Context: an optimization exercise on an open-source flow, tuned for small area, a short achievable clock period and few clock cycles per item. The choices shown serve that exercise and are no tape-out recipe.
Power figures rest on the tool's default switching activity, not on a simulated workload.

Setup of v6:
==> flow/design.v <==
package scmi_mbox_pkg;
  localparam int NUM_CHANNELS = 4;
  localparam int NUM_PORTS = 2;
  localparam int CHAN_W = 2;
  localparam int WORD_W = 3;
  localparam int ADDR_W = CHAN_W + WORD_W;
  localparam int DATA_W = 32;
  typedef logic [ADDR_W-1:0]       addr_t;
  typedef logic [DATA_W-1:0]       data_t;
  typedef logic [CHAN_W-1:0]       chan_t;
  typedef logic [WORD_W-1:0]       word_off_t;
  typedef logic [NUM_CHANNELS-1:0] chan_vec_t;
  localparam word_off_t DOORBELL_OFFSET   = 3'd6;
  localparam word_off_t COMPLETION_OFFSET = 3'd7;
  localparam int NUM_PAYLOAD_WORDS = int'(DOORBELL_OFFSET);
  typedef enum logic [1:0] {
    PORT_IDLE,
    PORT_BUSY,
    PORT_DONE
  } port_state_e;
endpackage
`timescale 1ns/1ns
module scmi_mbox_port (
  input  logic                    clk_i,
  input  logic                    rst_n_i,
  input  logic                    req_i,
  output logic                    pend_o,
  input  logic                    gnt_i,
  input  scmi_mbox_pkg::data_t    bus_rdata_i,
  output logic                    ack_o,
  output scmi_mbox_pkg::data_t    rdata_o
);
  logic                 ack_q;
  scmi_mbox_pkg::data_t rdata_q;
  assign pend_o = req_i && !ack_q;
  always_ff @(posedge clk_i) begin
    if (!rst_n_i) begin
      ack_q <= 1'b0;
    end else if (gnt_i) begin
      ack_q <= 1'b1;
    end else if (!req_i) begin
      ack_q <= 1'b0;
    end
  end
  always_ff @(posedge clk_i) begin
    if (!ack_q) begin
      rdata_q <= bus_rdata_i;
    end
  end
  assign ack_o   = ack_q;
  assign rdata_o = rdata_q;
endmodule
`timescale 1ns/1ns
module scmi_mbox_arbiter (
  input  logic                 clk_i,
  input  logic                 rst_n_i,
  input  logic                 p0_pend_i,
  input  logic                 p0_we_i,
  input  scmi_mbox_pkg::addr_t p0_addr_i,
  input  scmi_mbox_pkg::data_t p0_wdata_i,
  output logic                 p0_gnt_o,
  input  logic                 p1_pend_i,
  input  logic                 p1_we_i,
  input  scmi_mbox_pkg::addr_t p1_addr_i,
  input  scmi_mbox_pkg::data_t p1_wdata_i,
  output logic                 p1_gnt_o,
  output logic                 mem_turn_o,
  output logic                 mem_we_o,
  output scmi_mbox_pkg::data_t mem_wdata_o
);
  logic turn_q;
  always_ff @(posedge clk_i) begin
    if (!rst_n_i) begin
      turn_q <= 1'b0;
    end else begin
      turn_q <= !turn_q;
    end
  end
  assign p0_gnt_o = p0_pend_i && !turn_q;
  assign p1_gnt_o = p1_pend_i &&  turn_q;
  assign mem_turn_o  = turn_q;
  assign mem_we_o    = turn_q ? (p1_pend_i && p1_we_i) : (p0_pend_i && p0_we_i);
  assign mem_wdata_o = turn_q ? p1_wdata_i : p0_wdata_i;
endmodule
`timescale 1ns/1ns
module scmi_mbox_shared_mem (
  input  logic                      clk_i,
  input  logic                      rst_n_i,
  input  logic                      bus_turn_i,
  input  scmi_mbox_pkg::addr_t      bus_addr0_i,
  input  scmi_mbox_pkg::addr_t      bus_addr1_i,
  input  logic                      bus_we_i,
  input  scmi_mbox_pkg::data_t      bus_wdata_i,
  output scmi_mbox_pkg::data_t      bus_rdata_o,
  output scmi_mbox_pkg::chan_vec_t  irq_doorbell_o,
  output scmi_mbox_pkg::chan_vec_t  irq_completion_o
);
  localparam int NW = scmi_mbox_pkg::NUM_CHANNELS * scmi_mbox_pkg::NUM_PAYLOAD_WORDS;
  scmi_mbox_pkg::data_t      payload_q [NW];
  scmi_mbox_pkg::chan_vec_t  doorbell_q;
  scmi_mbox_pkg::chan_vec_t  completion_q;
  scmi_mbox_pkg::chan_t      chan;
  scmi_mbox_pkg::word_off_t  off;
  scmi_mbox_pkg::data_t      rd_word;
  logic [NW-1:0] wsel;
  logic [NW-1:0] rsel;
  logic [NW-1:0] dec0, dec1;
  assign chan = bus_turn_i ? bus_addr1_i[scmi_mbox_pkg::ADDR_W-1:scmi_mbox_pkg::WORD_W]
                           : bus_addr0_i[scmi_mbox_pkg::ADDR_W-1:scmi_mbox_pkg::WORD_W];
  assign off  = bus_turn_i ? bus_addr1_i[scmi_mbox_pkg::WORD_W-1:0]
                           : bus_addr0_i[scmi_mbox_pkg::WORD_W-1:0];
  always_comb begin
    for (int c = 0; c < scmi_mbox_pkg::NUM_CHANNELS; c++) begin
      for (int w = 0; w < scmi_mbox_pkg::NUM_PAYLOAD_WORDS; w++) begin
        dec0[c * scmi_mbox_pkg::NUM_PAYLOAD_WORDS + w] =
          bus_addr0_i == scmi_mbox_pkg::addr_t'(c * 8 + w);
        dec1[c * scmi_mbox_pkg::NUM_PAYLOAD_WORDS + w] =
          bus_addr1_i == scmi_mbox_pkg::addr_t'(c * 8 + w);
      end
    end
    rsel = bus_turn_i ? dec1 : dec0;
    wsel = bus_we_i ? rsel : '0;
  end
  always_comb begin
    rd_word = '0;
    for (int i = 0; i < NW; i++) begin
      rd_word = rd_word | (rsel[i] ? payload_q[i] : '0);
    end
    if (off == scmi_mbox_pkg::DOORBELL_OFFSET) begin
      rd_word[0] = doorbell_q[chan];
    end
    if (off == scmi_mbox_pkg::COMPLETION_OFFSET) begin
      rd_word[0] = completion_q[chan];
    end
  end
  always_ff @(posedge clk_i) begin
    if (!rst_n_i) begin
      doorbell_q   <= '0;
      completion_q <= '0;
    end else if (bus_we_i) begin
      if (off == scmi_mbox_pkg::DOORBELL_OFFSET) begin
        doorbell_q[chan] <= bus_wdata_i[0];
      end
      if (off == scmi_mbox_pkg::COMPLETION_OFFSET) begin
        completion_q[chan] <= bus_wdata_i[0];
      end
    end
  end
  for (genvar i = 0; i < NW; i++) begin : g_word
    logic load, keep;
    assign load = rst_n_i && wsel[i];
    assign keep = rst_n_i && !wsel[i];
    always_ff @(posedge clk_i) begin
      payload_q[i] <= ({scmi_mbox_pkg::DATA_W{load}} & bus_wdata_i)
                    | ({scmi_mbox_pkg::DATA_W{keep}} & payload_q[i]);
    end
  end
  assign bus_rdata_o = rd_word;
  assign irq_doorbell_o   = doorbell_q;
  assign irq_completion_o = completion_q;
endmodule
`timescale 1ns/1ns
module scmi_mbox_top (
  input  logic                      clk_i,
  input  logic                      rst_n_i,
  input  logic                      agent_req_i,
  input  logic                      agent_we_i,
  input  scmi_mbox_pkg::addr_t      agent_addr_i,
  input  scmi_mbox_pkg::data_t      agent_wdata_i,
  output logic                      agent_ack_o,
  output scmi_mbox_pkg::data_t      agent_rdata_o,
  input  logic                      platform_req_i,
  input  logic                      platform_we_i,
  input  scmi_mbox_pkg::addr_t      platform_addr_i,
  input  scmi_mbox_pkg::data_t      platform_wdata_i,
  output logic                      platform_ack_o,
  output scmi_mbox_pkg::data_t      platform_rdata_o,
  output scmi_mbox_pkg::chan_vec_t  irq_doorbell_o,
  output scmi_mbox_pkg::chan_vec_t  irq_completion_o
);
  logic                 agent_pend,  platform_pend;
  logic                 agent_gnt,   platform_gnt;
  logic                 mem_turn;
  logic                 mem_we;
  scmi_mbox_pkg::data_t mem_wdata;
  scmi_mbox_pkg::data_t mem_rdata;
  scmi_mbox_port u_agent_port (
    .clk_i       (clk_i),
    .rst_n_i     (rst_n_i),
    .req_i       (agent_req_i),
    .pend_o      (agent_pend),
    .gnt_i       (agent_gnt),
    .bus_rdata_i (mem_rdata),
    .ack_o       (agent_ack_o),
    .rdata_o     (agent_rdata_o)
  );
  scmi_mbox_port u_platform_port (
    .clk_i       (clk_i),
    .rst_n_i     (rst_n_i),
    .req_i       (platform_req_i),
    .pend_o      (platform_pend),
    .gnt_i       (platform_gnt),
    .bus_rdata_i (mem_rdata),
    .ack_o       (platform_ack_o),
    .rdata_o     (platform_rdata_o)
  );
  scmi_mbox_arbiter u_arbiter (
    .clk_i       (clk_i),
    .rst_n_i     (rst_n_i),
    .p0_pend_i   (agent_pend),
    .p0_we_i     (agent_we_i),
    .p0_addr_i   (agent_addr_i),
    .p0_wdata_i  (agent_wdata_i),
    .p0_gnt_o    (agent_gnt),
    .p1_pend_i   (platform_pend),
    .p1_we_i     (platform_we_i),
    .p1_addr_i   (platform_addr_i),
    .p1_wdata_i  (platform_wdata_i),
    .p1_gnt_o    (platform_gnt),
    .mem_turn_o  (mem_turn),
    .mem_we_o    (mem_we),
    .mem_wdata_o (mem_wdata)
  );
  scmi_mbox_shared_mem u_shared_mem (
    .clk_i            (clk_i),
    .rst_n_i          (rst_n_i),
    .bus_turn_i       (mem_turn),
    .bus_addr0_i      (agent_addr_i),
    .bus_addr1_i      (platform_addr_i),
    .bus_we_i         (mem_we),
    .bus_wdata_i      (mem_wdata),
    .bus_rdata_o      (mem_rdata),
    .irq_doorbell_o   (irq_doorbell_o),
    .irq_completion_o (irq_completion_o)
  );
endmodule
Settings: LEC_CHECK=0, CAP_MARGIN=20, CORE_MARGIN=2, CORE_UTILIZATION=40, SETUP_SLACK_MARGIN=2.5, SLEW_MARGIN=20, TNS_END_PERCENT=100; clock period 5.0 ns.
standard.sh (not shown) runs the stock make flow with config.mk's settings and CLKGATE_MAP_FILE= SYNTH_SCRIPT=/design/flow/synth_recipe.tcl, a recipe that flattens the netlist after the stock synthesis.
==> flow/flow/run.sh <==
#!/bin/bash
# Standard layout, with plain buffers on the ports instead of the delay
# buffers buffer_ports picks by default.
set -o pipefail
cp standard.sh standard.sh.log 2>/dev/null
export BUFFER_PORTS_ARGS="-buffer_cell sky130_fd_sc_hd__buf_2"
bash standard.sh > standard_run.log 2>&1
v6 has completed all stages; timing, DRC and antenna checks passed.
Here is what was changed in the inputs of v7 compared with v6.
==> flow/run.sh (new file) <==
#!/bin/bash
# synth_recipe.tcl (not shown) runs the flow's synth.tcl, then flattens the netlist and writes it again
# the make line also repeats each setting of config.mk as NAME=value (left out here)
make -C /OpenROAD-flow-scripts/flow DESIGN_CONFIG=/design/flow/config.mk WORK_HOME=/design/flow/orfs CLKGATE_MAP_FILE= SYNTH_SCRIPT=/design/flow/synth_recipe.tcl finish
removed: flow/flow/run.sh
removed: flow/standard.sh
Findings:
- Summary of the comparison: average via count per standard cell is lower in v7, relative to v6.
- For wire length, v7 and v6 come out practically identical.
- Overall power of the completed layout (v7 vs. v6) increases slightly
- | adder and majority gate portion of the synthesized area | v7 vs v6 | ≈ equal |
- v6 -> v7: count of vias placed by the detailed router flat
Function was not checked in any run of this note: the RTL went through the layout flow alone.

-- static timing again, ports no longer ideal --
Ports are ideal in the flow. The routed layouts listed here were re-timed in OpenROAD.
Step 1: set_driving_cell puts a clkbuf_16 on clk_i and a buf_2 on each other input, an assumption about the parent block.
Step 2 adds t to the input delays and takes it off the output delays; t is the mean of the earliest and latest rising clock arrival at the registers after step 1. Input paths then give back, and output paths get back, about the clock's delay inside the block.
Three values: ideal, step 1, step 2; two values: the first two.
run	shift t [ns]	setup slack, ns	hold WS [ns]	worst slew at a driven data input, ns
v6	0.731	1.950 / 1.877 / 1.146	0.454 / 0.454 / 0.454	0.13
v7	0.725	1.931 / 1.931 / 1.335	0.451 / 0.451 / 0.451	0.10
After both steps setup and hold are still met in every run listed. For v6, which loses most, drivers alone change the setup slack by -0.073 ns; drivers and shift together by -0.804 ns.
